From an optimization exercise on the open Yosys and OpenROAD flow, aimed at small area and few clock cycles per item; shortcuts taken in it are not production practice.
Only simulation tests tie the RTL to the original design; equivalence was not proved.
No activity file was given, so power comes from the tool's default toggle rates. The clock port is modelled as an ideal driver; clocking choices that lean on that would not hold on a real chip.

// i2c_slave_buffer_engine
module i2c_slave_buffer_engine #(
  parameter int BUF_DEPTH = BUF_DEPTH_DEFAULT
) (
  input  logic       clk,
  input  logic       rst,
  input  logic       req_valid,
  output logic       req_ready,
  input  logic [3:0] req_func,
  input  logic [7:0] req_bus_byte,
  input  logic [4:0] req_buf_index,
  input  logic [7:0] req_reply_byte,
  input  logic [5:0] req_reply_length,
  output logic       rsp_valid,
  input  logic       rsp_ready,
  output logic       rsp_ack,
  output logic       rsp_tx_valid,
  output logic [7:0] rsp_tx_byte,
  output logic       rsp_hold_clock,
  output logic       rsp_bus_reset,
  output logic       rsp_fault,
  output logic [2:0] rsp_mode,
  output logic       rsp_message_ready,
  output logic [5:0] rsp_rx_count,
  output logic [7:0] rsp_rx_byte,
  input  logic       cfg_valid,
  output logic       cfg_ready,
  input  logic [1:0] cfg_index,
  input  logic [6:0] cfg_value
);
==> flow/config.mk <==
export PLATFORM = sky130hd
export DESIGN_NAME = i2c_slave_buffer_engine
export DESIGN_NICKNAME = i2c_slave_buffer_engine
export VERILOG_FILES = /design/flow/design.v
export SDC_FILE = /design/flow/constraint.sdc
export NUM_CORES = 4
export LEC_CHECK = 0
export CAP_MARGIN = 20
export CORE_MARGIN = 2
export CORE_UTILIZATION = 65
export PLACE_DENSITY = 0.75
export SLEW_MARGIN = 20
export SYNTH_HIERARCHICAL = 1
==> flow/constraint.sdc <==
create_clock -name core_clock -period 5.0 [get_ports {clk}]
set_input_delay 1.0000 -clock core_clock [delete_from_list [all_inputs] [get_ports {clk}]]
set_output_delay 1.0000 -clock core_clock [all_outputs]
set_load 0.01 [all_outputs]
standard.sh (not shown) runs the stock make flow with config.mk's settings and CLKGATE_MAP_FILE= SYNTH_SCRIPT=/design/flow/synth_recipe.tcl, a recipe that flattens the netlist after the stock synthesis.
==> flow/flow/run.sh <==
#!/bin/bash
# The standard layout (the standard.sh, all ORFS steps unchanged) with two
# settings changed: the port buffers use the smallest buffer cell, and clock
# tree synthesis inserts no dummy loads and uses clkbuf_16 with clusters of 30.
set -euo pipefail
bash standard.sh \
  "BUFFER_PORTS_ARGS=-buffer_cell sky130_fd_sc_hd__buf_1" \
  "CTS_ARGS=-sink_clustering_enable -repair_clock_nets -dont_use_dummy_load -buf_list sky130_fd_sc_hd__clkbuf_16 -sink_clustering_size 30 -sink_clustering_max_diameter 100" \
  finish > standard_flow.log 2>&1
Testbench counts at the start, summed over its fixed seeds: cycles 37,060, items 32,308.
Next try:
==> flow/flow/run.sh (replaced) <==
#!/bin/bash
# The standard layout (the standard.sh, all ORFS steps unchanged) with two
# settings changed: the port buffers use the smallest buffer cell, and clock
# tree synthesis inserts no dummy loads and uses clkbuf_8 with small clusters.
set -euo pipefail
bash standard.sh \
  "BUFFER_PORTS_ARGS=-buffer_cell sky130_fd_sc_hd__buf_1" \
  "CTS_ARGS=-sink_clustering_enable -repair_clock_nets -dont_use_dummy_load -buf_list sky130_fd_sc_hd__clkbuf_8 -sink_clustering_size 18 -sink_clustering_max_diameter 60" \
  finish > standard_flow.log 2>&1
What happened: Non-clock buffer count is unchanged. Hold slack gets worse by 0.0081 ns. Design area is about the same. Clock power goes down by about 3%. Total power goes down by 0.95%. Setup slack gets worse by 0.026 ns. Routed wire length goes up by 0.41%. Critical path depth is unchanged.
Next try:
--- a/flow/flow/run.sh
+++ b/flow/flow/run.sh
@@ -6,4 +6,4 @@
 bash standard.sh \
   "BUFFER_PORTS_ARGS=-buffer_cell sky130_fd_sc_hd__buf_1" \
-  "CTS_ARGS=-sink_clustering_enable -repair_clock_nets -dont_use_dummy_load -buf_list sky130_fd_sc_hd__clkbuf_8 -sink_clustering_size 18 -sink_clustering_max_diameter 60" \
+  "CTS_ARGS=-sink_clustering_enable -repair_clock_nets -dont_use_dummy_load -buf_list sky130_fd_sc_hd__clkbuf_8 -sink_clustering_size 20 -sink_clustering_max_diameter 60" \
   finish > standard_flow.log 2>&1
The new run went through all stages and came out clean.
Synthesized area is unchanged.
Critical path depth stays the same.
Core utilization hardly moves.
Register-to-register slack degrades by 0.07 ns.
Final cell count stays flat.
Routed wire length is about the same.
Setup slack gets better by 0.015 ns.
Worst hold slack is better by 0.0038 ns.
Final area stays flat.
Total power came out lower by 0.55%.

-- afterwards: timing with drivers on the ports --
The flow's constraints put no driver on any port. The routed layouts listed below were extracted and timed again, unchanged, in two steps. Step 1 assumes that a clkbuf_16 drives the clock port and a buf_2 every other input. Step 2 adds t to the input delays and takes it off the output delays; t is the mean of the earliest and latest rising clock arrival at the registers after step 1. Input paths then give back, and output paths get back, about the clock's delay inside the block. a / b / c = ideal / step 1 / step 2; a / b = the first two.
run	t, ns	slack for setup (ns)	worst hold slack (ns)	worst setup path after step 2
the first run	0.579	0.531 / 0.483 / 1.062	0.486 / 0.486 / 0.486	register to output
the second run	0.605	0.506 / 0.458 / 1.062	0.478 / 0.478 / 0.478	register to output
the third run	0.604	0.521 / 0.472 / 1.076	0.482 / 0.482 / 0.482	register to output
After both steps every run listed still meets setup and hold.
